Context: an optimization exercise on an open-source flow, tuned for small area, a short achievable clock period and few clock cycles. The choices shown serve that exercise and are no tape-out recipe.
Only simulation tests tie the RTL to the original design; equivalence was not proved.

**flow/config.mk**
```make
export PLATFORM = sky130hd
export DESIGN_NAME = rtc_fields_to_epoch_seconds_unit
export DESIGN_NICKNAME = rtc_fields_to_epoch_seconds_unit
export VERILOG_FILES = /design/flow/design.v
export SDC_FILE = /design/flow/constraint.sdc
export NUM_CORES = 4
export LEC_CHECK = 0
export CAP_MARGIN = 20
export CORE_MARGIN = 2
export CORE_UTILIZATION = 40
export SETUP_SLACK_MARGIN = 3.5
export SLEW_MARGIN = 20
```
**flow/constraint.sdc**
```tcl
create_clock -name core_clock -period 8.0 [get_ports {clk}]
set_input_delay 1.6000 -clock core_clock [delete_from_list [all_inputs] [get_ports {clk}]]
set_output_delay 1.6000 -clock core_clock [all_outputs]
set_load 0.01 [all_outputs]
```
**flow/design.v**
```verilog
package rfes_pkg;
  localparam logic [11:0] EPOCH_YEAR    = 12'd1970;
  localparam logic [11:0] BASE_YEAR     = 12'd2000;
  localparam logic [16:0] SECS_PER_DAY  = 17'd86400;
  localparam logic [16:0] SECS_PER_HOUR = 17'd3600;
  localparam logic [16:0] SECS_PER_MIN  = 17'd60;
  localparam logic [16:0] SECS_PER_SEC  = 17'd1;
  localparam logic [1:0] EPOCH_MOD4   = 2'd2;
  localparam logic [6:0] EPOCH_MOD100 = 7'd70;
  localparam logic [8:0] EPOCH_MOD400 = 9'd370;
  localparam logic CFG_BCD_MODE  = 1'b0;
  localparam logic CFG_TWELVE_HR = 1'b1;
  typedef struct packed {
    logic [7:0] raw_seconds;
    logic [7:0] raw_minutes;
    logic [7:0] raw_hours;
    logic [7:0] raw_monthday;
    logic [7:0] raw_month;
    logic [7:0] raw_year;
  } rfes_in_t;
  typedef struct packed {
    logic [31:0] epoch_seconds;
    logic        field_error;
  } rfes_out_t;
  typedef struct packed {
    logic [7:0] sec;
    logic [7:0] min;
    logic [7:0] hr;
    logic [7:0] day;
    logic [3:0] mon_idx;
    logic       mon_ok;
    logic [7:0] yr;
    logic       err;
  } rfes_dec_t;
  typedef enum logic [3:0] {
    ST_IDLE,
    ST_YEARS,
    ST_DAY,
    ST_MUL_DAY,
    ST_MUL_HR,
    ST_MUL_MIN,
    ST_MUL_SEC,
    ST_LAST,
    ST_OUT
  } rfes_state_t;
  typedef enum logic [3:0] {
    OP_NONE,
    OP_LOAD,
    OP_YEAR,
    OP_MONTH,
    OP_DAY,
    OP_MUL_DAY,
    OP_MUL_HR,
    OP_MUL_MIN,
    OP_MUL_SEC,
    OP_LAST
  } rfes_op_t;
  typedef struct packed {
    rfes_op_t op;
  } rfes_ctrl_t;
  typedef struct packed {
    logic year_done;
  } rfes_stat_t;
  function automatic logic [7:0] bcd_decode(input logic [7:0] b, input logic bcd);
    logic [7:0] hi;
    hi = {4'b0000, b[7:4]};
    if (bcd) begin
      bcd_decode = (hi << 3) + (hi << 1) + {4'b0000, b[3:0]};
    end else begin
      bcd_decode = b;
    end
  endfunction
  function automatic logic [8:0] days_before_month(input logic [3:0] idx);
    case (idx)
      4'd0:    days_before_month = 9'd0;
      4'd1:    days_before_month = 9'd31;
      4'd2:    days_before_month = 9'd59;
      4'd3:    days_before_month = 9'd90;
      4'd4:    days_before_month = 9'd120;
      4'd5:    days_before_month = 9'd151;
      4'd6:    days_before_month = 9'd181;
      4'd7:    days_before_month = 9'd212;
      4'd8:    days_before_month = 9'd243;
      4'd9:    days_before_month = 9'd273;
      4'd10:   days_before_month = 9'd304;
      4'd11:   days_before_month = 9'd334;
      default: days_before_month = 9'd0;
    endcase
  endfunction
  function automatic logic [4:0] month_length(input logic [3:0] idx);
    case (idx)
      4'd1:              month_length = 5'd28;
      4'd3, 4'd5, 4'd8,
      4'd10:             month_length = 5'd30;
      default:           month_length = 5'd31;
    endcase
  endfunction
  function automatic logic [15:0] month_offset(input logic [3:0] mon, input logic leap);
    case ({mon, leap})
      5'd2: month_offset = 16'd10957;
      5'd3: month_offset = 16'd10956;
      5'd4: month_offset = 16'd10988;
      5'd5: month_offset = 16'd10987;
      5'd6: month_offset = 16'd11016;
      5'd7: month_offset = 16'd11016;
      5'd8: month_offset = 16'd11047;
      5'd9: month_offset = 16'd11047;
      5'd10: month_offset = 16'd11077;
      5'd11: month_offset = 16'd11077;
      5'd12: month_offset = 16'd11108;
      5'd13: month_offset = 16'd11108;
      5'd14: month_offset = 16'd11138;
      5'd15: month_offset = 16'd11138;
      5'd16: month_offset = 16'd11169;
      5'd17: month_offset = 16'd11169;
      5'd18: month_offset = 16'd11200;
      5'd19: month_offset = 16'd11200;
      5'd20: month_offset = 16'd11230;
      5'd21: month_offset = 16'd11230;
      5'd22: month_offset = 16'd11261;
      5'd23: month_offset = 16'd11261;
      5'd24: month_offset = 16'd11291;
      5'd25: month_offset = 16'd11291;
      default: month_offset = 16'd0;
    endcase
  endfunction
  function automatic logic gt8(input logic [7:0] x, input logic [7:0] c);
    logic g;
    g = 1'b0;
    for (int i = 0; i < 8; i++) begin
      g = c[i] ? (x[i] & g) : (x[i] | g);
    end
    gt8 = g;
  endfunction
  function automatic logic bcd_gt59(input logic [7:0] b);
    bcd_gt59 = gt8({4'd0, b[7:4]}, 8'd5) || ((b[7:4] == 4'd5) && gt8({4'd0, b[3:0]}, 8'd9));
  endfunction
  function automatic logic bcd_gt23(input logic [7:0] b);
    bcd_gt23 = gt8({4'd0, b[7:4]}, 8'd2) || ((b[7:4] == 4'd2) && gt8({4'd0, b[3:0]}, 8'd3)) ||
               ((b[7:4] == 4'd1) && gt8({4'd0, b[3:0]}, 8'd13));
  endfunction
  function automatic logic bcd_gt99(input logic [7:0] b);
    bcd_gt99 = gt8({4'd0, b[7:4]}, 8'd9) || ((b[7:4] == 4'd9) && gt8({4'd0, b[3:0]}, 8'd9));
  endfunction
  function automatic logic bcd_bad_1_12(input logic [6:0] b);
    bcd_bad_1_12 = gt8({5'd0, b[6:4]}, 8'd1) || ((b[6:4] == 3'd1) && gt8({4'd0, b[3:0]}, 8'd2)) ||
                   ((b[6:4] == 3'd0) && ((b[3:0] == 4'd0) || gt8({4'd0, b[3:0]}, 8'd12)));
  endfunction
  function automatic logic day_gt(input logic [7:0] b, input logic bcd, input logic [3:0] ml);
    if (bcd) begin
      day_gt = gt8({4'd0, b[7:4]}, 8'd3) ||
               ((b[7:4] == 4'd3) && (ml[0] || ml[1] || (ml[2] && (b[3:0] != 4'd0)) ||
                                     (ml[3] && gt8({4'd0, b[3:0]}, 8'd1)))) ||
               ((b[7:4] == 4'd2) && ((ml[0] && gt8({4'd0, b[3:0]}, 8'd8)) ||
                                     (ml[1] && gt8({4'd0, b[3:0]}, 8'd9)) ||
                                     (ml[2] && gt8({4'd0, b[3:0]}, 8'd10)) ||
                                     (ml[3] && gt8({4'd0, b[3:0]}, 8'd11))));
    end else begin
      day_gt = gt8(b, 8'd31) || (ml[0] && gt8(b, 8'd28)) || (ml[1] && gt8(b, 8'd29)) ||
               (ml[2] && gt8(b, 8'd30));
    end
  endfunction
  function automatic logic [4:0] hour12(input logic [3:0] h, input logic pm);
    case ({pm, h})
      5'h01: hour12 = 5'd1;
      5'h02: hour12 = 5'd2;
      5'h03: hour12 = 5'd3;
      5'h04: hour12 = 5'd4;
      5'h05: hour12 = 5'd5;
      5'h06: hour12 = 5'd6;
      5'h07: hour12 = 5'd7;
      5'h08: hour12 = 5'd8;
      5'h09: hour12 = 5'd9;
      5'h0a: hour12 = 5'd10;
      5'h0b: hour12 = 5'd11;
      5'h11: hour12 = 5'd13;
      5'h12: hour12 = 5'd14;
      5'h13: hour12 = 5'd15;
      5'h14: hour12 = 5'd16;
      5'h15: hour12 = 5'd17;
      5'h16: hour12 = 5'd18;
      5'h17: hour12 = 5'd19;
      5'h18: hour12 = 5'd20;
      5'h19: hour12 = 5'd21;
      5'h1a: hour12 = 5'd22;
      5'h1b: hour12 = 5'd23;
      5'h1c: hour12 = 5'd12;
      default: hour12 = 5'd0;
    endcase
  endfunction
endpackage
module rtc_fields_to_epoch_seconds_unit (
  input  logic      clk,
  input  logic      rst,
  input  logic      start,
  output logic      busy,
  input  rfes_pkg::rfes_in_t  fields,
  output logic      done,
  output rfes_pkg::rfes_out_t result,
  input  logic      cfg_write,
  input  logic      cfg_index,
  input  logic      cfg_data
);
  logic        bcd_mode;
  logic        twelve_hour_mode;
  always_ff @(posedge clk) begin
    if (rst) begin
      bcd_mode         <= 1'b1;
      twelve_hour_mode <= 1'b0;
    end else if (cfg_write) begin
      case (cfg_index)
        rfes_pkg::CFG_BCD_MODE:  bcd_mode         <= cfg_data;
        rfes_pkg::CFG_TWELVE_HR: twelve_hour_mode <= cfg_data;
        default:       bcd_mode         <= bcd_mode;
      endcase
    end
  end
  assign busy = 1'b0;
  logic [5:0]  sec6;
  logic [5:0]  min6;
  logic [4:0]  hv5;
  logic [4:0]  day5;
  logic [6:0]  yr7;
  logic [3:0]  mon4;
  logic [3:0]  h4;
  logic [4:0]  hr5;
  logic        leap;
  logic [3:0]  ml;
  logic        err_sec, err_min, err_hr, err_day, err_mon, err_yr, err_all;
  logic t0;
  logic t1;
  logic t2;
  logic t3;
  logic t4;
  logic t5;
  logic t6;
  logic t7;
  logic t8;
  logic t9;
  logic t10;
  logic t11;
  logic t12;
  logic t13;
  logic t14;
  logic t15;
  logic t16;
  logic t17;
  logic t18;
  logic t19;
  logic t20;
  logic t21;
  logic t22;
  logic t23;
  logic t24;
  logic t25;
  logic t26;
  logic t27;
  logic t28;
  logic t29;
  logic t30;
  logic t31;
  logic t32;
  logic t33;
  logic t34;
  logic t35;
  logic t36;
  logic t37;
  logic t38;
  logic t39;
  logic t40;
  logic t41;
  logic t42;
  logic t43;
  logic t44;
  logic t45;
  logic t46;
  logic t47;
  logic t48;
  logic t49;
  logic t50;
  logic t51;
  logic t52;
  logic t53;
  logic t54;
  logic t55;
  logic t56;
  logic t57;
  logic t58;
  logic t59;
  logic t60;
  logic t61;
  logic t62;
  logic t63;
  logic t64;
  logic t65;
  logic t66;
  logic t67;
  logic t68;
  logic t69;
  logic t70;
  logic t71;
  logic t72;
  logic t73;
  logic t74;
  logic t75;
  logic t76;
  logic t77;
  logic t78;
  logic t79;
  logic t80;
  logic t81;
  logic t82;
  logic t83;
  logic t84;
  logic t85;
  logic t86;
  logic t87;
  logic t88;
  logic t89;
  logic t90;
  logic t91;
  logic t92;
  logic t93;
  logic t94;
  logic t95;
  logic t96;
  logic t97;
  logic t98;
  logic t99;
  logic t100;
  logic t101;
  logic t102;
  logic t103;
  logic t104;
  logic t105;
  logic t106;
  logic t107;
  logic t108;
  logic t109;
  logic t110;
  logic t111;
  logic t112;
  logic t113;
  logic t114;
  logic t115;
  logic t116;
  logic t117;
  logic t118;
  logic t119;
  logic t120;
  logic t121;
  logic t122;
  logic t123;
  logic t124;
  logic t125;
  logic t126;
  logic t127;
  logic t128;
  logic t129;
  logic t130;
  logic t131;
  logic t132;
  logic t133;
  logic t134;
  logic t135;
  logic t136;
  logic t137;
  logic t138;
  logic t139;
  logic t140;
  logic t141;
  logic t142;
  logic t143;
  logic t144;
  logic t145;
  logic t146;
  logic t147;
  logic t148;
  logic t149;
  logic t150;
  logic t151;
  logic t152;
  logic t153;
  logic t154;
  logic t155;
  logic t156;
  logic t157;
  logic t158;
  logic t159;
  logic t160;
  assign t0 = bcd_mode & fields.raw_seconds[4];
  assign t1 = bcd_mode & fields.raw_seconds[5];
  assign t2 = bcd_mode ? fields.raw_seconds[6] : fields.raw_seconds[4];
  assign t3 = ~bcd_mode & fields.raw_seconds[5];
  assign t4 = ~bcd_mode & fields.raw_seconds[6];
  assign t5 = fields.raw_seconds[3] ^ fields.raw_seconds[4];
  assign t6 = fields.raw_seconds[3] & fields.raw_seconds[4];
  assign t7 = fields.raw_seconds[5] ^ t3;
  assign t8 = fields.raw_seconds[5] & t3;
  assign t9 = fields.raw_seconds[6] ^ t4;
  assign t10 = fields.raw_seconds[6] & t4;
  assign t11 = fields.raw_seconds[1] ^ t0;
  assign t12 = fields.raw_seconds[2] ^ t1;
  assign t13 = t2 ^ t5;
  assign t14 = t7 ^ t6;
  assign t15 = t9 ^ t8;
  assign t16 = fields.raw_seconds[1] & t0;
  assign t17 = fields.raw_seconds[2] & t1;
  assign t18 = t2 & t5;
  assign t19 = t7 & t6;
  assign t20 = t9 & t8;
  assign t21 = t17 | (t12 & t16);
  assign t22 = t12 & t11;
  assign t23 = t19 | (t14 & t18);
  assign t24 = t14 & t13;
  assign t25 = t18 | (t13 & t21);
  assign t26 = t13 & t22;
  assign t27 = t23 | (t24 & t21);
  assign t28 = t24 & t22;
  assign t29 = t20 | (t15 & t27);
  assign t30 = t12 ^ t16;
  assign t31 = t13 ^ t21;
  assign t32 = t14 ^ t25;
  assign t33 = t15 ^ t27;
  assign t34 = bcd_mode & fields.raw_minutes[4];
  assign t35 = bcd_mode & fields.raw_minutes[5];
  assign t36 = bcd_mode ? fields.raw_minutes[6] : fields.raw_minutes[4];
  assign t37 = ~bcd_mode & fields.raw_minutes[5];
  assign t38 = ~bcd_mode & fields.raw_minutes[6];
  assign t39 = fields.raw_minutes[3] ^ fields.raw_minutes[4];
  assign t40 = fields.raw_minutes[3] & fields.raw_minutes[4];
  assign t41 = fields.raw_minutes[5] ^ t37;
  assign t42 = fields.raw_minutes[5] & t37;
  assign t43 = fields.raw_minutes[6] ^ t38;
  assign t44 = fields.raw_minutes[6] & t38;
  assign t45 = fields.raw_minutes[1] ^ t34;
  assign t46 = fields.raw_minutes[2] ^ t35;
  assign t47 = t36 ^ t39;
  assign t48 = t41 ^ t40;
  assign t49 = t43 ^ t42;
  assign t50 = fields.raw_minutes[1] & t34;
  assign t51 = fields.raw_minutes[2] & t35;
  assign t52 = t36 & t39;
  assign t53 = t41 & t40;
  assign t54 = t43 & t42;
  assign t55 = t51 | (t46 & t50);
  assign t56 = t46 & t45;
  assign t57 = t53 | (t48 & t52);
  assign t58 = t48 & t47;
  assign t59 = t52 | (t47 & t55);
  assign t60 = t47 & t56;
  assign t61 = t57 | (t58 & t55);
  assign t62 = t58 & t56;
  assign t63 = t54 | (t49 & t61);
  assign t64 = t46 ^ t50;
  assign t65 = t47 ^ t55;
  assign t66 = t48 ^ t59;
  assign t67 = t49 ^ t61;
  assign t68 = bcd_mode & fields.raw_hours[4];
  assign t69 = bcd_mode & fields.raw_hours[5];
  assign t70 = ~bcd_mode & fields.raw_hours[4];
  assign t71 = ~bcd_mode & fields.raw_hours[5];
  assign t72 = fields.raw_hours[3] ^ fields.raw_hours[4];
  assign t73 = fields.raw_hours[3] & fields.raw_hours[4];
  assign t74 = fields.raw_hours[5] ^ t71;
  assign t75 = fields.raw_hours[5] & t71;
  assign t76 = fields.raw_hours[1] ^ t68;
  assign t77 = fields.raw_hours[2] ^ t69;
  assign t78 = t70 ^ t72;
  assign t79 = t74 ^ t73;
  assign t80 = fields.raw_hours[1] & t68;
  assign t81 = fields.raw_hours[2] & t69;
  assign t82 = t70 & t72;
  assign t83 = t74 & t73;
  assign t84 = t81 | (t77 & t80);
  assign t85 = t77 & t76;
  assign t86 = t83 | (t79 & t82);
  assign t87 = t82 | (t78 & t84);
  assign t88 = t78 & t85;
  assign t89 = t86 | (t79 & t84);
  assign t90 = t77 ^ t80;
  assign t91 = t78 ^ t84;
  assign t92 = t79 ^ t87;
  assign t93 = bcd_mode & fields.raw_monthday[4];
  assign t94 = bcd_mode & fields.raw_monthday[5];
  assign t95 = ~bcd_mode & fields.raw_monthday[4];
  assign t96 = ~bcd_mode & fields.raw_monthday[5];
  assign t97 = fields.raw_monthday[3] ^ fields.raw_monthday[4];
  assign t98 = fields.raw_monthday[3] & fields.raw_monthday[4];
  assign t99 = fields.raw_monthday[5] ^ t96;
  assign t100 = fields.raw_monthday[5] & t96;
  assign t101 = fields.raw_monthday[1] ^ t93;
  assign t102 = fields.raw_monthday[2] ^ t94;
  assign t103 = t95 ^ t97;
  assign t104 = t99 ^ t98;
  assign t105 = fields.raw_monthday[1] & t93;
  assign t106 = fields.raw_monthday[2] & t94;
  assign t107 = t95 & t97;
  assign t108 = t99 & t98;
  assign t109 = t106 | (t102 & t105);
  assign t110 = t102 & t101;
  assign t111 = t108 | (t104 & t107);
  assign t112 = t107 | (t103 & t109);
  assign t113 = t103 & t110;
  assign t114 = t111 | (t104 & t109);
  assign t115 = t102 ^ t105;
  assign t116 = t103 ^ t109;
  assign t117 = t104 ^ t112;
  assign t118 = bcd_mode & fields.raw_year[4];
  assign t119 = bcd_mode & fields.raw_year[5];
  assign t120 = bcd_mode ? fields.raw_year[6] : fields.raw_year[4];
  assign t121 = bcd_mode ? fields.raw_year[7] : fields.raw_year[5];
  assign t122 = ~bcd_mode & fields.raw_year[6];
  assign t123 = ~bcd_mode & fields.raw_year[7];
  assign t124 = fields.raw_year[3] ^ fields.raw_year[4];
  assign t125 = fields.raw_year[3] & fields.raw_year[4];
  assign t126 = fields.raw_year[5] ^ t121;
  assign t127 = fields.raw_year[5] & t121;
  assign t128 = fields.raw_year[6] ^ t122;
  assign t129 = fields.raw_year[6] & t122;
  assign t130 = fields.raw_year[7] ^ t123;
  assign t131 = fields.raw_year[7] & t123;
  assign t132 = fields.raw_year[1] ^ t118;
  assign t133 = fields.raw_year[2] ^ t119;
  assign t134 = t120 ^ t124;
  assign t135 = t126 ^ t125;
  assign t136 = t128 ^ t127;
  assign t137 = t130 ^ t129;
  assign t138 = fields.raw_year[1] & t118;
  assign t139 = fields.raw_year[2] & t119;
  assign t140 = t120 & t124;
  assign t141 = t126 & t125;
  assign t142 = t128 & t127;
  assign t143 = t130 & t129;
  assign t144 = t139 | (t133 & t138);
  assign t145 = t133 & t132;
  assign t146 = t141 | (t135 & t140);
  assign t147 = t135 & t134;
  assign t148 = t143 | (t137 & t142);
  assign t149 = t140 | (t134 & t144);
  assign t150 = t134 & t145;
  assign t151 = t146 | (t147 & t144);
  assign t152 = t147 & t145;
  assign t153 = t142 | (t136 & t151);
  assign t154 = t136 & t152;
  assign t155 = t148 | (t137 & t151);
  assign t156 = t133 ^ t138;
  assign t157 = t134 ^ t144;
  assign t158 = t135 ^ t149;
  assign t159 = t136 ^ t151;
  assign t160 = t137 ^ t153;
  assign sec6 = {t33, t32, t31, t30, t11, fields.raw_seconds[0]};
  assign min6 = {t67, t66, t65, t64, t45, fields.raw_minutes[0]};
  assign hv5 = {t92, t91, t90, t76, fields.raw_hours[0]};
  assign day5 = {t117, t116, t115, t101, fields.raw_monthday[0]};
  assign yr7 = {t160, t159, t158, t157, t156, t132, fields.raw_year[0]};
  always_comb begin
    err_sec = bcd_mode ? rfes_pkg::bcd_gt59(fields.raw_seconds) : rfes_pkg::gt8(fields.raw_seconds, 8'd59);
    err_min = bcd_mode ? rfes_pkg::bcd_gt59(fields.raw_minutes) : rfes_pkg::gt8(fields.raw_minutes, 8'd59);
    if (twelve_hour_mode) begin
      err_hr = bcd_mode ? rfes_pkg::bcd_bad_1_12(fields.raw_hours[6:0]) :
                          ((fields.raw_hours[6:0] == 7'd0) ||
                           rfes_pkg::gt8({1'b0, fields.raw_hours[6:0]}, 8'd12));
    end else begin
      err_hr = bcd_mode ? rfes_pkg::bcd_gt23(fields.raw_hours) : rfes_pkg::gt8(fields.raw_hours, 8'd23);
    end
    err_mon = bcd_mode ? (rfes_pkg::bcd_bad_1_12(fields.raw_month[6:0]) || fields.raw_month[7]) :
                         ((fields.raw_month == 8'd0) || rfes_pkg::gt8(fields.raw_month, 8'd12));
    err_yr  = bcd_mode ? rfes_pkg::bcd_gt99(fields.raw_year) : rfes_pkg::gt8(fields.raw_year, 8'd99);
  end
  always_comb begin
    if (bcd_mode && fields.raw_month[4]) begin
      mon4 = {1'b1, fields.raw_month[1], ~fields.raw_month[1], fields.raw_month[0]};
    end else begin
      mon4 = fields.raw_month[3:0];
    end
    if (bcd_mode && fields.raw_hours[4]) begin
      h4 = {1'b1, fields.raw_hours[1], ~fields.raw_hours[1], fields.raw_hours[0]};
    end else begin
      h4 = fields.raw_hours[3:0];
    end
    hr5 = twelve_hour_mode ? rfes_pkg::hour12(h4, fields.raw_hours[7]) : hv5;
    if (bcd_mode) begin
      leap = !fields.raw_year[0] && (fields.raw_year[1] == fields.raw_year[4]);
    end else begin
      leap = (fields.raw_year[1:0] == 2'b00);
    end
    ml[0] = (mon4 == 4'd2) && !leap;
    ml[1] = (mon4 == 4'd2) && leap;
    ml[2] = (mon4 == 4'd4) || (mon4 == 4'd6) || (mon4 == 4'd9) || (mon4 == 4'd11);
    ml[3] = !(ml[0] || ml[1] || ml[2]);
    err_day = (fields.raw_monthday == 8'd0) || rfes_pkg::day_gt(fields.raw_monthday, bcd_mode, ml);
    err_all = err_sec || err_min || err_hr || err_day || err_mon || err_yr;
  end
  logic        v_q;
  logic        err_q;
  logic [4:0]  q_q;
  logic [1:0]  r_q;
  logic [3:0]  mon_q;
  logic [4:0]  day_q;
  logic [4:0]  hr_q;
  logic [5:0]  min_q;
  logic [5:0]  sec_q;
  always_ff @(posedge clk) begin
    if (rst) begin
      v_q <= 1'b0;
    end else begin
      v_q <= start;
    end
  end
  always_ff @(posedge clk) begin
    err_q <= err_all;
    q_q   <= yr7[6:2];
    r_q   <= yr7[1:0];
    mon_q <= mon4;
    day_q <= day5;
    hr_q  <= hr5;
    min_q <= min6;
    sec_q <= sec6;
  end
  logic [31:0] tab;
  logic [31:0] epoch;
  logic        leap_q;
  assign leap_q = (r_q == 2'd0);
  always_comb begin
    case (mon_q)
      4'd1: tab = leap_q ? 32'd676164100 : 32'd676250500;
      4'd2: tab = leap_q ? 32'd678842500 : 32'd678928900;
      4'd3: tab = 32'd681348100;
      4'd4: tab = 32'd684026500;
      4'd5: tab = 32'd686618500;
      4'd6: tab = 32'd689296900;
      4'd7: tab = 32'd691888900;
      4'd8: tab = 32'd694567300;
      4'd9: tab = 32'd697245700;
      4'd10: tab = 32'd699837700;
      4'd11: tab = 32'd702516100;
      4'd12: tab = 32'd705108100;
      default: tab = 32'd0;
    endcase
  end
  logic t161;
  logic t162;
  logic t163;
  logic t164;
  logic t165;
  logic t166;
  logic t167;
  logic t168;
  logic t169;
  logic t170;
  logic t171;
  logic t172;
  logic t173;
  logic t174;
  logic t175;
  logic t176;
  logic t177;
  logic t178;
  logic t179;
  logic t180;
  logic t181;
  logic t182;
  logic t183;
  logic t184;
  logic t185;
  logic t186;
  logic t187;
  logic t188;
  logic t189;
  logic t190;
  logic t191;
  logic t192;
  logic t193;
  logic t194;
  logic t195;
  logic t196;
  logic t197;
  logic t198;
  logic t199;
  logic t200;
  logic t201;
  logic t202;
  logic t203;
  logic t204;
  logic t205;
  logic t206;
  logic t207;
  logic t208;
  logic t209;
  logic t210;
  logic t211;
  logic t212;
  logic t213;
  logic t214;
  logic t215;
  logic t216;
  logic t217;
  logic t218;
  logic t219;
  logic t220;
  logic t221;
  logic t222;
  logic t223;
  logic t224;
  logic t225;
  logic t226;
  logic t227;
  logic t228;
  logic t229;
  logic t230;
  logic t231;
  logic t232;
  logic t233;
  logic t234;
  logic t235;
  logic t236;
  logic t237;
  logic t238;
  logic t239;
  logic t240;
  logic t241;
  logic t242;
  logic t243;
  logic t244;
  logic t245;
  logic t246;
  logic t247;
  logic t248;
  logic t249;
  logic t250;
  logic t251;
  logic t252;
  logic t253;
  logic t254;
  logic t255;
  logic t256;
  logic t257;
  logic t258;
  logic t259;
  logic t260;
  logic t261;
  logic t262;
  logic t263;
  logic t264;
  logic t265;
  logic t266;
  logic t267;
  logic t268;
  logic t269;
  logic t270;
  logic t271;
  logic t272;
  logic t273;
  logic t274;
  logic t275;
  logic t276;
  logic t277;
  logic t278;
  logic t279;
  logic t280;
  logic t281;
  logic t282;
  logic t283;
  logic t284;
  logic t285;
  logic t286;
  logic t287;
  logic t288;
  logic t289;
  logic t290;
  logic t291;
  logic t292;
  logic t293;
  logic t294;
  logic t295;
  logic t296;
  logic t297;
  logic t298;
  logic t299;
  logic t300;
  logic t301;
  logic t302;
  logic t303;
  logic t304;
  logic t305;
  logic t306;
  logic t307;
  logic t308;
  logic t309;
  logic t310;
  logic t311;
  logic t312;
  logic t313;
  logic t314;
  logic t315;
  logic t316;
  logic t317;
  logic t318;
  logic t319;
  logic t320;
  logic t321;
  logic t322;
  logic t323;
  logic t324;
  logic t325;
  logic t326;
  logic t327;
  logic t328;
  logic t329;
  logic t330;
  logic t331;
  logic t332;
  logic t333;
  logic t334;
  logic t335;
  logic t336;
  logic t337;
  logic t338;
  logic t339;
  logic t340;
  logic t341;
  logic t342;
  logic t343;
  logic t344;
  logic t345;
  logic t346;
  logic t347;
  logic t348;
  logic t349;
  logic t350;
  logic t351;
  logic t352;
  logic t353;
  logic t354;
  logic t355;
  logic t356;
  logic t357;
  logic t358;
  logic t359;
  logic t360;
  logic t361;
  logic t362;
  logic t363;
  logic t364;
  logic t365;
  logic t366;
  logic t367;
  logic t368;
  logic t369;
  logic t370;
  logic t371;
  logic t372;
  logic t373;
  logic t374;
  logic t375;
  logic t376;
  logic t377;
  logic t378;
  logic t379;
  logic t380;
  logic t381;
  logic t382;
  logic t383;
  logic t384;
  logic t385;
  logic t386;
  logic t387;
  logic t388;
  logic t389;
  logic t390;
  logic t391;
  logic t392;
  logic t393;
  logic t394;
  logic t395;
  logic t396;
  logic t397;
  logic t398;
  logic t399;
  logic t400;
  logic t401;
  logic t402;
  logic t403;
  logic t404;
  logic t405;
  logic t406;
  logic t407;
  logic t408;
  logic t409;
  logic t410;
  logic t411;
  logic t412;
  logic t413;
  logic t414;
  logic t415;
  logic t416;
  logic t417;
  logic t418;
  logic t419;
  logic t420;
  logic t421;
  logic t422;
  logic t423;
  logic t424;
  logic t425;
  logic t426;
  logic t427;
  logic t428;
  logic t429;
  logic t430;
  logic t431;
  logic t432;
  logic t433;
  logic t434;
  logic t435;
  logic t436;
  logic t437;
  logic t438;
  logic t439;
  logic t440;
  logic t441;
  logic t442;
  logic t443;
  logic t444;
  logic t445;
  logic t446;
  logic t447;
  logic t448;
  logic t449;
  logic t450;
  logic t451;
  logic t452;
  logic t453;
  logic t454;
  logic t455;
  logic t456;
  logic t457;
  logic t458;
  logic t459;
  logic t460;
  logic t461;
  logic t462;
  logic t463;
  logic t464;
  logic t465;
  logic t466;
  logic t467;
  logic t468;
  logic t469;
  logic t470;
  logic t471;
  logic t472;
  logic t473;
  logic t474;
  logic t475;
  logic t476;
  logic t477;
  logic t478;
  logic t479;
  logic t480;
  logic t481;
  logic t482;
  logic t483;
  logic t484;
  logic t485;
  logic t486;
  logic t487;
  logic t488;
  logic t489;
  logic t490;
  logic t491;
  logic t492;
  logic t493;
  logic t494;
  logic t495;
  logic t496;
  logic t497;
  logic t498;
  logic t499;
  logic t500;
  logic t501;
  logic t502;
  logic t503;
  logic t504;
  logic t505;
  logic t506;
  logic t507;
  logic t508;
  logic t509;
  logic t510;
  logic t511;
  logic t512;
  logic t513;
  logic t514;
  logic t515;
  logic t516;
  logic t517;
  logic t518;
  logic t519;
  logic t520;
  logic t521;
  logic t522;
  logic t523;
  logic t524;
  logic t525;
  logic t526;
  logic t527;
  logic t528;
  logic t529;
  logic t530;
  logic t531;
  logic t532;
  logic t533;
  logic t534;
  logic t535;
  logic t536;
  logic t537;
  logic t538;
  logic t539;
  logic t540;
  logic t541;
  logic t542;
  logic t543;
  logic t544;
  logic t545;
  logic t546;
  logic t547;
  assign t161 = ~q_q[0] ^ day_q[0];
  assign t162 = ~q_q[0] & day_q[0];
  assign t163 = ~q_q[1] ^ day_q[1] ^ day_q[0];
  assign t164 = (~q_q[1] & day_q[1]) | (day_q[0] & (~q_q[1] ^ day_q[1]));
  assign t165 = ~q_q[2] ^ day_q[2];
  assign t166 = ~q_q[2] & day_q[2];
  assign t167 = ~q_q[3] ^ day_q[3] ^ day_q[2];
  assign t168 = (~q_q[3] & day_q[3]) | (day_q[2] & (~q_q[3] ^ day_q[3]));
  assign t169 = ~q_q[4] ^ day_q[4] ^ day_q[3];
  assign t170 = (~q_q[4] & day_q[4]) | (day_q[3] & (~q_q[4] ^ day_q[4]));
  assign t171 = day_q[4] ^ day_q[0];
  assign t172 = day_q[4] & day_q[0];
  assign t173 = q_q[0] ^ day_q[1];
  assign t174 = q_q[0] & day_q[1];
  assign t175 = q_q[1] ^ day_q[2];
  assign t176 = q_q[1] & day_q[2];
  assign t177 = q_q[2] ^ day_q[3];
  assign t178 = q_q[2] & day_q[3];
  assign t179 = q_q[3] ^ day_q[4] ^ day_q[2];
  assign t180 = (q_q[3] & day_q[4]) | (day_q[2] & (q_q[3] ^ day_q[4]));
  assign t181 = q_q[4] ^ ~q_q[0];
  assign t182 = q_q[4] & ~q_q[0];
  assign t183 = hr_q[3] ^ ~min_q[5] ^ min_q[1];
  assign t184 = (hr_q[3] & ~min_q[5]) | (min_q[1] & (hr_q[3] ^ ~min_q[5]));
  assign t185 = hr_q[4] ^ min_q[2] ^ ~r_q[1];
  assign t186 = (hr_q[4] & min_q[2]) | (~r_q[1] & (hr_q[4] ^ min_q[2]));
  assign t187 = tab[8] ^ t162;
  assign t188 = tab[8] & t162;
  assign t189 = day_q[1] ^ ~hr_q[0] ^ min_q[3];
  assign t190 = (day_q[1] & ~hr_q[0]) | (min_q[3] & (day_q[1] ^ ~hr_q[0]));
  assign t191 = tab[9] ^ t165 ^ t164;
  assign t192 = (tab[9] & t165) | (t164 & (tab[9] ^ t165));
  assign t193 = ~hr_q[1] ^ min_q[4] ^ r_q[0];
  assign t194 = (~hr_q[1] & min_q[4]) | (r_q[0] & (~hr_q[1] ^ min_q[4]));
  assign t195 = tab[10] ^ t166 ^ t167;
  assign t196 = (tab[10] & t166) | (t167 & (tab[10] ^ t166));
  assign t197 = ~hr_q[2] ^ min_q[5] ^ r_q[1];
  assign t198 = (~hr_q[2] & min_q[5]) | (r_q[1] & (~hr_q[2] ^ min_q[5]));
  assign t199 = tab[11] ^ t169 ^ t168;
  assign t200 = (tab[11] & t169) | (t168 & (tab[11] ^ t169));
  assign t201 = ~hr_q[3] ^ hr_q[0] ^ ~r_q[0];
  assign t202 = (~hr_q[3] & hr_q[0]) | (~r_q[0] & (~hr_q[3] ^ hr_q[0]));
  assign t203 = tab[12] ^ t171 ^ t170;
  assign t204 = (tab[12] & t171) | (t170 & (tab[12] ^ t171));
  assign t205 = ~hr_q[4] ^ hr_q[1] ^ ~r_q[1];
  assign t206 = (~hr_q[4] & hr_q[1]) | (~r_q[1] & (~hr_q[4] ^ hr_q[1]));
  assign t207 = tab[13] ^ t173 ^ t172;
  assign t208 = (tab[13] & t173) | (t172 & (tab[13] ^ t173));
  assign t209 = day_q[0] ^ hr_q[2] ^ r_q[0];
  assign t210 = (day_q[0] & hr_q[2]) | (r_q[0] & (day_q[0] ^ hr_q[2]));
  assign t211 = tab[14] ^ t175 ^ t174;
  assign t212 = (tab[14] & t175) | (t174 & (tab[14] ^ t175));
  assign t213 = day_q[1] ^ hr_q[3] ^ r_q[1];
  assign t214 = (day_q[1] & hr_q[3]) | (r_q[1] & (day_q[1] ^ hr_q[3]));
  assign t215 = tab[15] ^ t177 ^ t176;
  assign t216 = (tab[15] & t177) | (t176 & (tab[15] ^ t177));
  assign t217 = day_q[0] ^ hr_q[4] ^ r_q[0];
  assign t218 = (day_q[0] & hr_q[4]) | (r_q[0] & (day_q[0] ^ hr_q[4]));
  assign t219 = tab[16] ^ t178 ^ t179;
  assign t220 = (tab[16] & t178) | (t179 & (tab[16] ^ t178));
  assign t221 = day_q[3] ^ day_q[1] ^ r_q[1];
  assign t222 = (day_q[3] & day_q[1]) | (r_q[1] & (day_q[3] ^ day_q[1]));
  assign t223 = tab[17] ^ t181 ^ t180;
  assign t224 = (tab[17] & t181) | (t180 & (tab[17] ^ t181));
  assign t225 = ~q_q[1] ^ day_q[4] ^ day_q[2];
  assign t226 = (~q_q[1] & day_q[4]) | (day_q[2] & (~q_q[1] ^ day_q[4]));
  assign t227 = 1'b1 ^ t182;
  assign t228 = 1'b1 & t182;
  assign t229 = ~q_q[2] ^ q_q[0] ^ day_q[3];
  assign t230 = (~q_q[2] & q_q[0]) | (day_q[3] & (~q_q[2] ^ q_q[0]));
  assign t231 = ~q_q[3] ^ q_q[1];
  assign t232 = ~q_q[3] & q_q[1];
  assign t233 = ~q_q[4] ^ q_q[2];
  assign t234 = ~q_q[4] & q_q[2];
  assign t235 = ~r_q[0] ^ tab[7];
  assign t236 = ~r_q[0] & tab[7];
  assign t237 = t163 ^ t185 ^ t184;
  assign t238 = (t163 & t185) | (t184 & (t163 ^ t185));
  assign t239 = t189 ^ t186 ^ t188;
  assign t240 = (t189 & t186) | (t188 & (t189 ^ t186));
  assign t241 = t193 ^ t190 ^ t195;
  assign t242 = (t193 & t190) | (t195 & (t193 ^ t190));
  assign t243 = t197 ^ t194 ^ t199;
  assign t244 = (t197 & t194) | (t199 & (t197 ^ t194));
  assign t245 = t201 ^ t198 ^ t203;
  assign t246 = (t201 & t198) | (t203 & (t201 ^ t198));
  assign t247 = t205 ^ t202 ^ t207;
  assign t248 = (t205 & t202) | (t207 & (t205 ^ t202));
  assign t249 = t209 ^ t206 ^ t211;
  assign t250 = (t209 & t206) | (t211 & (t209 ^ t206));
  assign t251 = t213 ^ t210 ^ t215;
  assign t252 = (t213 & t210) | (t215 & (t213 ^ t210));
  assign t253 = t217 ^ t214 ^ t216;
  assign t254 = (t217 & t214) | (t216 & (t217 ^ t214));
  assign t255 = t221 ^ t218 ^ t223;
  assign t256 = (t221 & t218) | (t223 & (t221 ^ t218));
  assign t257 = t225 ^ t222 ^ t227;
  assign t258 = (t225 & t222) | (t227 & (t225 ^ t222));
  assign t259 = tab[19] ^ t229 ^ t226;
  assign t260 = (tab[19] & t229) | (t226 & (tab[19] ^ t229));
  assign t261 = day_q[4] ^ tab[20] ^ t231;
  assign t262 = (day_q[4] & tab[20]) | (t231 & (day_q[4] ^ tab[20]));
  assign t263 = ~r_q[0] ^ tab[21] ^ t233;
  assign t264 = (~r_q[0] & tab[21]) | (t233 & (~r_q[0] ^ tab[21]));
  assign t265 = q_q[3] ^ ~r_q[1] ^ tab[22];
  assign t266 = (q_q[3] & ~r_q[1]) | (tab[22] & (q_q[3] ^ ~r_q[1]));
  assign t267 = q_q[4] ^ ~q_q[0];
  assign t268 = q_q[4] & ~q_q[0];
  assign t269 = ~min_q[0] ^ sec_q[2];
  assign t270 = ~min_q[0] & sec_q[2];
  assign t271 = ~min_q[1] ^ sec_q[3];
  assign t272 = ~min_q[1] & sec_q[3];
  assign t273 = hr_q[0] ^ ~min_q[2] ^ sec_q[4];
  assign t274 = (hr_q[0] & ~min_q[2]) | (sec_q[4] & (hr_q[0] ^ ~min_q[2]));
  assign t275 = hr_q[1] ^ ~min_q[3] ^ sec_q[5];
  assign t276 = (hr_q[1] & ~min_q[3]) | (sec_q[5] & (hr_q[1] ^ ~min_q[3]));
  assign t277 = hr_q[2] ^ ~min_q[4] ^ min_q[0];
  assign t278 = (hr_q[2] & ~min_q[4]) | (min_q[0] & (hr_q[2] ^ ~min_q[4]));
  assign t279 = t161 ^ t235 ^ t183;
  assign t280 = (t161 & t235) | (t183 & (t161 ^ t235));
  assign t281 = t236 ^ t187 ^ t237;
  assign t282 = (t236 & t187) | (t237 & (t236 ^ t187));
  assign t283 = t191 ^ t238 ^ t239;
  assign t284 = (t191 & t238) | (t239 & (t191 ^ t238));
  assign t285 = t192 ^ t240 ^ t241;
  assign t286 = (t192 & t240) | (t241 & (t192 ^ t240));
  assign t287 = t196 ^ t243 ^ t242;
  assign t288 = (t196 & t243) | (t242 & (t196 ^ t243));
  assign t289 = t200 ^ t245 ^ t244;
  assign t290 = (t200 & t245) | (t244 & (t200 ^ t245));
  assign t291 = t204 ^ t247 ^ t246;
  assign t292 = (t204 & t247) | (t246 & (t204 ^ t247));
  assign t293 = t208 ^ t249 ^ t248;
  assign t294 = (t208 & t249) | (t248 & (t208 ^ t249));
  assign t295 = t212 ^ t251 ^ t250;
  assign t296 = (t212 & t251) | (t250 & (t212 ^ t251));
  assign t297 = t219 ^ t253 ^ t252;
  assign t298 = (t219 & t253) | (t252 & (t219 ^ t253));
  assign t299 = t220 ^ t254 ^ t255;
  assign t300 = (t220 & t254) | (t255 & (t220 ^ t254));
  assign t301 = t224 ^ t257 ^ t256;
  assign t302 = (t224 & t257) | (t256 & (t224 ^ t257));
  assign t303 = t228 ^ t259 ^ t258;
  assign t304 = (t228 & t259) | (t258 & (t228 ^ t259));
  assign t305 = t230 ^ t261 ^ t260;
  assign t306 = (t230 & t261) | (t260 & (t230 ^ t261));
  assign t307 = t232 ^ t263 ^ t262;
  assign t308 = (t232 & t263) | (t262 & (t232 ^ t263));
  assign t309 = t234 ^ t265 ^ t264;
  assign t310 = (t234 & t265) | (t264 & (t234 ^ t265));
  assign t311 = tab[23] ^ t267 ^ t266;
  assign t312 = (tab[23] & t267) | (t266 & (tab[23] ^ t267));
  assign t313 = ~q_q[1] ^ tab[24] ^ t268;
  assign t314 = (~q_q[1] & tab[24]) | (t268 & (~q_q[1] ^ tab[24]));
  assign t315 = ~q_q[2] ^ r_q[0] ^ tab[25];
  assign t316 = (~q_q[2] & r_q[0]) | (tab[25] & (~q_q[2] ^ r_q[0]));
  assign t317 = ~q_q[3] ^ r_q[1];
  assign t318 = ~q_q[3] & r_q[1];
  assign t319 = ~q_q[4] ^ q_q[0] ^ 1'b1;
  assign t320 = (~q_q[4] & q_q[0]) | (1'b1 & (~q_q[4] ^ q_q[0]));
  assign t321 = 1'b1 ^ t269;
  assign t322 = t271 ^ t270;
  assign t323 = t273 ^ t272;
  assign t324 = t275 ^ t274;
  assign t325 = t277 ^ t276;
  assign t326 = t279 ^ t278;
  assign t327 = t281 ^ t280;
  assign t328 = t283 ^ t282;
  assign t329 = t285 ^ t284;
  assign t330 = t287 ^ t286;
  assign t331 = t289 ^ t288;
  assign t332 = t291 ^ t290;
  assign t333 = t293 ^ t292;
  assign t334 = t295 ^ t294;
  assign t335 = t297 ^ t296;
  assign t336 = t299 ^ t298;
  assign t337 = t301 ^ t300;
  assign t338 = t303 ^ t302;
  assign t339 = t305 ^ t304;
  assign t340 = t307 ^ t306;
  assign t341 = t309 ^ t308;
  assign t342 = t311 ^ t310;
  assign t343 = t313 ^ t312;
  assign t344 = t315 ^ t314;
  assign t345 = t317 ^ t316;
  assign t346 = t319 ^ t318;
  assign t347 = q_q[1] ^ t320;
  assign t348 = q_q[2] ^ 1'b1;
  assign t349 = q_q[3] ^ 1'b0;
  assign t350 = q_q[4] ^ 1'b0;
  assign t351 = 1'b1 & t269;
  assign t352 = t271 & t270;
  assign t353 = t273 & t272;
  assign t354 = t275 & t274;
  assign t355 = t277 & t276;
  assign t356 = t279 & t278;
  assign t357 = t281 & t280;
  assign t358 = t283 & t282;
  assign t359 = t285 & t284;
  assign t360 = t287 & t286;
  assign t361 = t289 & t288;
  assign t362 = t291 & t290;
  assign t363 = t293 & t292;
  assign t364 = t295 & t294;
  assign t365 = t297 & t296;
  assign t366 = t299 & t298;
  assign t367 = t301 & t300;
  assign t368 = t303 & t302;
  assign t369 = t305 & t304;
  assign t370 = t307 & t306;
  assign t371 = t309 & t308;
  assign t372 = t311 & t310;
  assign t373 = t313 & t312;
  assign t374 = t315 & t314;
  assign t375 = t317 & t316;
  assign t376 = t319 & t318;
  assign t377 = q_q[1] & t320;
  assign t378 = q_q[2] & 1'b1;
  assign t379 = q_q[3] & 1'b0;
  assign t380 = q_q[4] & 1'b0;
  assign t381 = t352 | (t322 & t351);
  assign t382 = t322 & t321;
  assign t383 = t354 | (t324 & t353);
  assign t384 = t324 & t323;
  assign t385 = t356 | (t326 & t355);
  assign t386 = t326 & t325;
  assign t387 = t358 | (t328 & t357);
  assign t388 = t328 & t327;
  assign t389 = t360 | (t330 & t359);
  assign t390 = t330 & t329;
  assign t391 = t362 | (t332 & t361);
  assign t392 = t332 & t331;
  assign t393 = t364 | (t334 & t363);
  assign t394 = t334 & t333;
  assign t395 = t366 | (t336 & t365);
  assign t396 = t336 & t335;
  assign t397 = t368 | (t338 & t367);
  assign t398 = t338 & t337;
  assign t399 = t370 | (t340 & t369);
  assign t400 = t340 & t339;
  assign t401 = t372 | (t342 & t371);
  assign t402 = t342 & t341;
  assign t403 = t374 | (t344 & t373);
  assign t404 = t344 & t343;
  assign t405 = t376 | (t346 & t375);
  assign t406 = t346 & t345;
  assign t407 = t378 | (t348 & t377);
  assign t408 = t348 & t347;
  assign t409 = t380 | (t350 & t379);
  assign t410 = t353 | (t323 & t381);
  assign t411 = t323 & t382;
  assign t412 = t383 | (t384 & t381);
  assign t413 = t384 & t382;
  assign t414 = t357 | (t327 & t385);
  assign t415 = t327 & t386;
  assign t416 = t387 | (t388 & t385);
  assign t417 = t388 & t386;
  assign t418 = t361 | (t331 & t389);
  assign t419 = t331 & t390;
  assign t420 = t391 | (t392 & t389);
  assign t421 = t392 & t390;
  assign t422 = t365 | (t335 & t393);
  assign t423 = t335 & t394;
  assign t424 = t395 | (t396 & t393);
  assign t425 = t396 & t394;
  assign t426 = t369 | (t339 & t397);
  assign t427 = t339 & t398;
  assign t428 = t399 | (t400 & t397);
  assign t429 = t400 & t398;
  assign t430 = t373 | (t343 & t401);
  assign t431 = t343 & t402;
  assign t432 = t403 | (t404 & t401);
  assign t433 = t404 & t402;
  assign t434 = t377 | (t347 & t405);
  assign t435 = t347 & t406;
  assign t436 = t407 | (t408 & t405);
  assign t437 = t408 & t406;
  assign t438 = t355 | (t325 & t412);
  assign t439 = t325 & t413;
  assign t440 = t385 | (t386 & t412);
  assign t441 = t386 & t413;
  assign t442 = t414 | (t415 & t412);
  assign t443 = t415 & t413;
  assign t444 = t416 | (t417 & t412);
  assign t445 = t417 & t413;
  assign t446 = t363 | (t333 & t420);
  assign t447 = t333 & t421;
  assign t448 = t393 | (t394 & t420);
  assign t449 = t394 & t421;
  assign t450 = t422 | (t423 & t420);
  assign t451 = t423 & t421;
  assign t452 = t424 | (t425 & t420);
  assign t453 = t425 & t421;
  assign t454 = t371 | (t341 & t428);
  assign t455 = t341 & t429;
  assign t456 = t401 | (t402 & t428);
  assign t457 = t402 & t429;
  assign t458 = t430 | (t431 & t428);
  assign t459 = t431 & t429;
  assign t460 = t432 | (t433 & t428);
  assign t461 = t433 & t429;
  assign t462 = t379 | (t349 & t436);
  assign t463 = t349 & t437;
  assign t464 = t409 | (t350 & t436);
  assign t465 = t359 | (t329 & t444);
  assign t466 = t329 & t445;
  assign t467 = t389 | (t390 & t444);
  assign t468 = t390 & t445;
  assign t469 = t418 | (t419 & t444);
  assign t470 = t419 & t445;
  assign t471 = t420 | (t421 & t444);
  assign t472 = t421 & t445;
  assign t473 = t446 | (t447 & t444);
  assign t474 = t447 & t445;
  assign t475 = t448 | (t449 & t444);
  assign t476 = t449 & t445;
  assign t477 = t450 | (t451 & t444);
  assign t478 = t451 & t445;
  assign t479 = t452 | (t453 & t444);
  assign t480 = t453 & t445;
  assign t481 = t375 | (t345 & t460);
  assign t482 = t345 & t461;
  assign t483 = t405 | (t406 & t460);
  assign t484 = t406 & t461;
  assign t485 = t434 | (t435 & t460);
  assign t486 = t435 & t461;
  assign t487 = t436 | (t437 & t460);
  assign t488 = t437 & t461;
  assign t489 = t462 | (t463 & t460);
  assign t490 = t463 & t461;
  assign t491 = t464 | (t350 & t460);
  assign t492 = t367 | (t337 & t479);
  assign t493 = t337 & t480;
  assign t494 = t397 | (t398 & t479);
  assign t495 = t398 & t480;
  assign t496 = t426 | (t427 & t479);
  assign t497 = t427 & t480;
  assign t498 = t428 | (t429 & t479);
  assign t499 = t429 & t480;
  assign t500 = t454 | (t455 & t479);
  assign t501 = t455 & t480;
  assign t502 = t456 | (t457 & t479);
  assign t503 = t457 & t480;
  assign t504 = t458 | (t459 & t479);
  assign t505 = t459 & t480;
  assign t506 = t460 | (t461 & t479);
  assign t507 = t461 & t480;
  assign t508 = t481 | (t482 & t479);
  assign t509 = t482 & t480;
  assign t510 = t483 | (t484 & t479);
  assign t511 = t484 & t480;
  assign t512 = t485 | (t486 & t479);
  assign t513 = t486 & t480;
  assign t514 = t487 | (t488 & t479);
  assign t515 = t488 & t480;
  assign t516 = t489 | (t490 & t479);
  assign t517 = t490 & t480;
  assign t518 = t491 | (t350 & t479);
  assign t519 = t322 ^ t351;
  assign t520 = t323 ^ t381;
  assign t521 = t324 ^ t410;
  assign t522 = t325 ^ t412;
  assign t523 = t326 ^ t438;
  assign t524 = t327 ^ t440;
  assign t525 = t328 ^ t442;
  assign t526 = t329 ^ t444;
  assign t527 = t330 ^ t465;
  assign t528 = t331 ^ t467;
  assign t529 = t332 ^ t469;
  assign t530 = t333 ^ t471;
  assign t531 = t334 ^ t473;
  assign t532 = t335 ^ t475;
  assign t533 = t336 ^ t477;
  assign t534 = t337 ^ t479;
  assign t535 = t338 ^ t492;
  assign t536 = t339 ^ t494;
  assign t537 = t340 ^ t496;
  assign t538 = t341 ^ t498;
  assign t539 = t342 ^ t500;
  assign t540 = t343 ^ t502;
  assign t541 = t344 ^ t504;
  assign t542 = t345 ^ t506;
  assign t543 = t346 ^ t508;
  assign t544 = t347 ^ t510;
  assign t545 = t348 ^ t512;
  assign t546 = t349 ^ t514;
  assign t547 = t350 ^ t516;
  assign epoch = {t547, t546, t545, t544, t543, t542, t541, t540, t539, t538, t537, t536, t535, t534, t533, t532, t531, t530, t529, t528, t527, t526, t525, t524, t523, t522, t521, t520, t519, t321, sec_q[1], sec_q[0]};
  logic        v2_q;
  logic [32:0] res_q;
  always_ff @(posedge clk) begin
    if (rst) begin
      v2_q <= 1'b0;
    end else begin
      v2_q <= v_q;
    end
  end
  always_ff @(posedge clk) begin
    res_q <= {epoch, err_q};
  end
  assign done   = v2_q;
  assign result = res_q;
endmodule
```
**flow/flow/run.sh**
```bash
#!/bin/bash
# Standard layout, with the port buffers made of the smallest buffer cell and
# Yosys's generic fine-grained ABC pass skipped, so that the adders written as
# gates reach full-adder extraction as written.
set -euo pipefail
bash standard.sh SYNTH_ARGS=-noabc BUFFER_PORTS_ARGS="-buffer_cell sky130_fd_sc_hd__buf_1" finish > standard_flow.log 2>&1
```
**flow/standard.sh**
```bash
#!/bin/bash
# synth_recipe.tcl (not shown) runs the flow's synth.tcl, then flattens the netlist and writes it again
# the make line also repeats each setting of config.mk as NAME=value (left out here)
make -C /OpenROAD-flow-scripts/flow DESIGN_CONFIG=/design/flow/config.mk WORK_HOME=/design/flow/orfs CLKGATE_MAP_FILE= SYNTH_SCRIPT=/design/flow/synth_recipe.tcl "${@:-finish}"
```
==> impl_metrics.json, run 1 <==
{
  "core_area_sq_um": 15000,
  "worstPathArrival_ps": 4550,
  "cts_max_level": 3,
  "clockBufferDepth": 2,
  "ys_seq_elements": 71,
  "ios": 89,
  "setup_viol": 0,
  "fin_crit_sh": 0.541,
  "vias_per_cell": 5.14,
  "dieWidth_um": 127,
  "place_area_sq_um": 6560,
  "reg2reg_to": "res_q[20]",
  "fin_worst_skew_ps": 7.17,
  "syn-cell-area_sq_um": 6060,
  "synth-edff-count": 0,
  "whs_endpoint": "res_q[1]",
  "setup.worst_path.end_class": "flop",
  "dr_total_vias": 4638,
  "clk_pin_slew_worst_paths_ps": 60,
  "syn_avg_cell_area_sq_um": 9.85,
  "period_minus_slack_ps": 4330,
  "start_kind": "flop",
  "tns_ps": 0,
  "crit_start": "mon_q[1]",
  "regArea_sq_um": 1450,
  "syn_nets": 810,
  "tritoncts": "yes",
  "hold_path.class": "flop to flop",
  "routedWlPerCell_um": 15.6,
  "die_area_sq_um": 16200,
  "ant_nets": 0,
  "initial_utilization": 0.403,
  "drt_iter0_drc": 191,
  "n_fill_cell": 1427,
  "tightest_slew_ps": 805,
  "status": "no timing/DRC/antenna violations",
  "drt-pass1-iter-count": 5,
  "worstSetupPathType": "flop to flop",
  "ff2ff_path_depth": 16,
  "critPathTopFamily": "adder cells",
  "cp_slowest_cell": "fa_1",
  "worstReg2RegStart": "mon_q[1]",
  "synth_ff_type": "dfxtp_1",
  "worstPathCellList": "clkinvlp_4 -> nor2_4 -> buf_4 -> a21oi_1 -> o22ai_1 -> fa_1 -> fa_1 -> fa_1 -> ha_1 -> a21oi_1 -> nand2_1 -> o21bai_2 -> a21oi_2 -> inv_1 -> fa_1 -> xor2_1",
  "drv_cap": 0,
  "min_path_cells": 0,
  "finalWirelength_um": 14100,
  "async_flop_share": 0,
  "worstPathRequired_ps": 8220,
  "grt_pass1_wl_um": 23100,
  "port-buffer-count": 87,
  "grt_pass1_vias": 4758,
  "grt_usage": 0.183,
  "critPathBufInv": 3,
  "antenna_found_initial": 0,
  "place_congestion": 0.860,
  "critPathMostFrequentCell": "fa_1",
  "design_area_sq_um": 7080,
  "area_growth_pct": 16.7,
  "die_h_um": 127,
  "clock-sinks": 71,
  "cts_buffers": 9,
  "postCtsHoldBufs": 0,
  "num_antenna_cells": 0,
  "multi_input_area_sq_um": 4330,
  "utilization": 0.471,
  "clk_latency_ps": 340,
  "grt_max_degree": 31,
  "relSlewSlack": 0.463,
  "drc": 0,
  "nets": 904,
  "hold_start": "sec_q[0]",
  "max_stage_delay_ps": 470,
  "cp_max_fo": 5,
  "fp-row-count": 45,
  "fmax_mhz": 231,
  "synth-warning-count": 1,
  "ys_types": 58,
  "dp_hpwl_um": 11300,
  "synthCells": 616,
  "root_buffer": "clkbuf_16",
  "rsz0062_at_grt": "false",
  "grt_overflow_total": 0,
  "ys_seq_area_frac": 0.234,
  "drive_gt1_frac": 0.0965,
  "slew_viol_final": 0,
  "r2r_setup_slack_ps": 3670,
  "hold_violations": 0
}
## metal layers
layer	vias to the layer above	wire, um	global-route usage
li1	2247	-	-
met1	2252	6430	0.235
met2	121	6790	0.307
met3	18	625	0.0369
met4	0	241	0.0679
met5	-	0	0
## sequential cells by signal (all words and copies together) (netlist names)
register	count
v_q	1
mon_q	4
res_q	33
min_q	6
q_q	5
r_q	2
day_q	5
bcd_mode	1
err_q	1
sec_q	6
v2_q	1
twelve_hour_mode	1
hr_q	5
## per-stage QoR
step	setup WS [ps]	hold slack (ps)	instances
finish	3670	329	903
global route	3480	333	903
CTS	3470	332	892
detailed placement	2940	315	875
global placement	3070	313	875
floorplan	3650	310	616
## what timing repair did
item,in CTS,in global routing
pin swaps,1,7
setup endpoints to repair,15,12
buffers inserted,1,11
gates resized for setup,16,20
## worst register-to-register path, delay by kind of cell, from the launching register on
kind | cells | cell delay, ps
fa+ha+maj | 5 | 2030
compound gates | 5 | 990
flops | 1 | 390
buf+inv | 3 | 360
simple gates | 2 | 280
xor+xnor | 1 | 150
## worst max path at each step
stage                            to  cells after the start
after floorplan           res_q[20]                     17
after global placement    res_q[20]                     17
after detailed placement  res_q[20]                     17
after CTS                 res_q[20]                     17
after global routing      res_q[20]                     17
final                     res_q[20]                     16
## cell families (layout without fill, tap and decap cells)
| kind of cell | count (synthesis) | in the layout | share of synthesized area |
|---|---|---|---|
| compound gates | 135 | 135 | 0.149 |
| fa+ha+maj | 140 | 140 | 0.387 |
| simple gates | 127 | 127 | 0.103 |
| other cells | 1 | 1 | 0.000618 |
| flops | 71 | 71 | 0.234 |
| xor+xnor | 37 | 37 | 0.0534 |
| mux | 6 | 6 | 0.0107 |
| buf+inv | 99 | 198 | 0.0621 |
## Yosys cell counts, types with 3 or more instances
master | count | share of area
a21boi_0 | 3 | 0.0037
a21o_1 | 13 | 0.016
a21oi_1 | 39 | 0.032
a31oi_1 | 4 | 0.0041
and2_1 | 8 | 0.0083
and3_1 | 3 | 0.0031
clkbuf_1 | 14 | 0.0087
dfxtp_1 | 71 | 0.23
fa_1 | 79 | 0.26
ha_1 | 61 | 0.13
inv_1 | 82 | 0.051
mux2_2 | 4 | 0.0074
nand2_1 | 30 | 0.019
nand2b_1 | 4 | 0.0041
nand3_1 | 9 | 0.0074
nand4_1 | 3 | 0.0031
nor2_1 | 34 | 0.021
nor2b_1 | 14 | 0.014
nor3_1 | 7 | 0.0058
nor4_1 | 4 | 0.0041
o211a_1 | 3 | 0.0050
o211ai_1 | 4 | 0.0050
o21a_1 | 4 | 0.0050
o21ai_0 | 27 | 0.022
o21ai_2 | 4 | 0.0058
o22ai_1 | 5 | 0.0052
o31ai_1 | 6 | 0.0074
or2_2 | 3 | 0.0031
or4_1 | 3 | 0.0037
xnor2_1 | 21 | 0.030
xor2_1 | 16 | 0.023
## layout make-up
cell class,count,share of cell area
Tap cell,188,0.0332
Inverter,83,0.0451
Timing Repair Buffer,99,0.0589
Sequential cell,71,0.205
Clock inverter,4,0.0108
Multi-Input combinational cell,446,0.611
Clock buffer,12,0.0362
## layout by cell type, fill, tap and decap left out, types with 3 or more instances in the layout
cell type,n
buf_1,87
inv_1,79
fa_1,79
dfxtp_1,62
ha_1,60
a21oi_1,37
nor2_1,31
nand2_1,30
o21ai_0,23
xnor2_1,21
xor2_1,16
nor2b_1,13
a21o_1,13
buf_4,11
clkbuf_16,9
nand3_1,8
and2_1,8
nor3_1,7
dfxtp_4,7
o21ai_2,5
o22ai_1,5
o31ai_1,5
o21a_1,4
o211ai_1,4
a21oi_2,4
o21ai_1,4
mux2_2,4
nor4_1,4
nand2b_1,4
a31oi_1,4
clkinvlp_4,3
or2_2,3
or4_1,3
nand4_1,3
o211a_1,3
a21boi_0,3
and3_1,3
Testbench counts, summed over its fixed seeds: cycles 2,112.
==> run 2: changes to the inputs <==
--- a/flow/config.mk
+++ b/flow/config.mk
@@ -9,4 +9,6 @@
 export CORE_MARGIN = 2
 export CORE_UTILIZATION = 40
+export CTS_CLUSTER_DIAMETER = 100
+export CTS_CLUSTER_SIZE = 40
 export SETUP_SLACK_MARGIN = 3.5
 export SLEW_MARGIN = 20
==> impl_metrics.json, run 2 <==
{
  "reg_top3": "res_q (33), min_q (6), sec_q (6)",
  "clockBufferDepth": 2,
  "ys_types": 58,
  "wl_met2_um": 6790,
  "drt-pass1-iter-count": 5,
  "die_h_um": 127,
  "synth-edff-count": 0,
  "wl_met1_um": 6430,
  "grt_overflow_total": 0,
  "core_area_sq_um": 15000,
  "synth_ff_type": "dfxtp_1",
  "finalWirelength_um": 14100,
  "regMostFlops": "res_q",
  "place_ws_ps": 2940,
  "place_area_sq_um": 6560,
  "drt_iter0_drc": 191,
  "ys_seq_elements": 71,
  "num_antenna_cells": 0,
  "finalNonFillerCells": 903,
  "drc": 0,
  "clock-sinks": 71,
  "fp-row-count": 45,
  "relSlewSlack": 0.463,
  "grt_max_degree": 31,
  "clk_latency_ps": 340,
  "grt_usage": 0.183,
  "setup.worst_path.end_class": "flop",
  "cp_slowest_cell": "fa_1",
  "final_cell_mix": "buf_1, inv_1, fa_1",
  "worstSetupPathType": "flop to flop",
  "start_kind": "flop",
  "largest_reg_flops": 33,
  "cp_max_fo": 5,
  "syn_avg_cell_area_sq_um": 9.85,
  "rsz0062_at_grt": "false",
  "dp_hpwl_um": 11300,
  "layout_commonest_cell": "buf_1",
  "utilization": 0.471,
  "syn-cell-area_sq_um": 6060,
  "r2r_setup_slack_ps": 3670,
  "root_buffer": "clkbuf_16",
  "vias_per_cell": 5.14,
  "drv_cap": 0,
  "dieWidth_um": 127,
  "hold_path.class": "flop to flop",
  "fmax_mhz": 231,
  "fin_hold_ws_ps": 329,
  "ff2ff_path_depth": 16,
  "grt_pass1_vias": 4758,
  "finalWorstSetupSlack_ps": 3670,
  "setup_viol": 0,
  "postCtsHoldBufs": 0,
  "die_area_sq_um": 16200,
  "setup.worst_path.end": "res_q[20]",
  "hold_start": "sec_q[0]",
  "wl_met3_um": 625,
  "cts_max_level": 3,
  "top_layer_used": "met4",
  "slew_viol_final": 0,
  "nets": 904,
  "critPathMostFrequentCell": "fa_1",
  "worstPathArrival_ps": 4550,
  "fin_worst_skew_ps": 7.17,
  "drive_gt1_frac": 0.0965,
  "synthAdderAreaFrac": 0.387,
  "ant_nets": 0,
  "synth_top_family_by_area": "adder cells",
  "ios": 89,
  "synth.area.top_cells": "fa_1, dfxtp_1, ha_1, inv_1, a21oi_1",
  "status": "no timing/DRC/antenna violations",
  "design_area_sq_um": 7080,
  "clk_pin_slew_worst_paths_ps": 60,
  "async_flop_share": 0,
  "worstPathCellList": "clkinvlp_4 -> nor2_4 -> buf_4 -> a21oi_1 -> o22ai_1 -> fa_1 -> fa_1 -> fa_1 -> ha_1 -> a21oi_1 -> nand2_1 -> o21bai_2 -> a21oi_2 -> inv_1 -> fa_1 -> xor2_1",
  "routedWlPerCell_um": 15.6,
  "ys_seq_area_frac": 0.234,
  "synth_top_area_cell": "fa_1",
  "fin_crit_sh": 0.541,
  "cts_buffers": 9,
  "muxShareOfSynthArea": 0.0107,
  "syn_nets": 810,
  "initial_utilization": 0.403,
  "yosysTopAreaCellShare": 0.261,
  "yosysMostFrequentCell": "inv_1",
  "crit_start": "mon_q[1]",
  "synth-simple-area-share": 0.103,
  "synth_common_cells": "inv_1, fa_1, dfxtp_1, ha_1, a21oi_1",
  "tightest_slew_ps": 805,
  "dr_total_vias": 4638,
  "synthCells": 616,
  "tns_ps": 0,
  "port-buffer-count": 87,
  "area_growth_pct": 16.7,
  "reg2reg_to": "res_q[20]",
  "period_minus_slack_ps": 4330,
  "hold_violations": 0,
  "tritoncts": "yes",
  "antenna_found_initial": 0,
  "dp.cells": 875,
  "synthXorXnorAreaFrac": 0.0534,
  "grt_pass1_wl_um": 23100,
  "synth_compound_area_frac": 0.149,
  "place_congestion": 0.860,
  "worstPathRequired_ps": 8220,
  "synth-warning-count": 1,
  "max_stage_delay_ps": 470,
  "worstReg2RegStart": "mon_q[1]"
}
run 2: cell counts in the layout (fill, tap and decap cells not counted):
No cell type changed its count.
run 2: worst max-delay path, delay by kind of cell, from the launching register on:
| kind | cells | cell delay (ps) |
|---|---|---|
| fa+ha+maj | 5 | 2030 |
| compound gates | 5 | 990 |
| flops | 1 | 390 |
| buf+inv | 3 | 360 |
| simple gates | 2 | 280 |
| xor+xnor | 1 | 150 |
run 2: what timing repair did:
action | in CTS | in global routing
endpoints found under the setup margin | 15 | 12
setup buffers | 1 | 11
resized for setup | 16 | 20
pin swaps | 1 | 7
run 2: logic make-up (layout without fill, tap and decap cells):
group,count (synthesis),in the layout
fa+ha+maj,140,140
compound gates,135,135
simple gates,127,127
buf+inv,99,198
flops,71,71
xor+xnor,37,37
mux,6,6
other cells,1,1
run 2: per-layer routing:
metal | vias up | GRT usage
met1 | 2252 | 0.235
met4 | 0 | 0.0679
met3 | 18 | 0.0369
met5 | - | 0
li1 | 2247 | -
met2 | 121 | 0.307
run 2: cell type report:
cell class / count / area [sq um]
clock buffers: 12 / 256
clock inverters: 4 / 76.3
fillers: 1427 / 7950
inverters: 83 / 319
multi-input cells: 446 / 4330
flip-flops and latches: 71 / 1450
well taps: 188 / 235
repair buffers: 99 / 417
run 2: worst min-delay path by stage:
stage                     to  slack (ps)  depth (start not counted)
CTS                 res_q[1]         330                          0
detailed placement  res_q[1]         310                          0
global placement    res_q[2]         310                          0
finish              res_q[1]         330                          0
global route        res_q[1]         330                          0
floorplan           res_q[0]         310                          0

afterwards: timing with drivers on the ports:
How much do the figures lean on ideal ports? The routed layouts below were timed once more, with nothing changed but the port constraints.
Step 1 assumes that a clkbuf_16 drives the clock port and a buf_2 every other input.
Step 2 moves the port delays by t, midway between the first and last clock arrival at a register: inputs arrive t later, outputs are due t later. That takes back most of the time a late clock gives input paths.
Slacks: no drivers / after step 1 / after step 2; pairs: no drivers / after step 1.
run | t, ns | setup WS [ns] | hold slack, ns
run 1 | 0.384 | 3.674 / 3.674 / 3.674 | 0.329 / 0.329 / 0.329
run 2 | 0.384 | 3.674 / 3.674 / 3.674 | 0.329 / 0.329 / 0.329
After both steps every run listed still meets setup and hold.
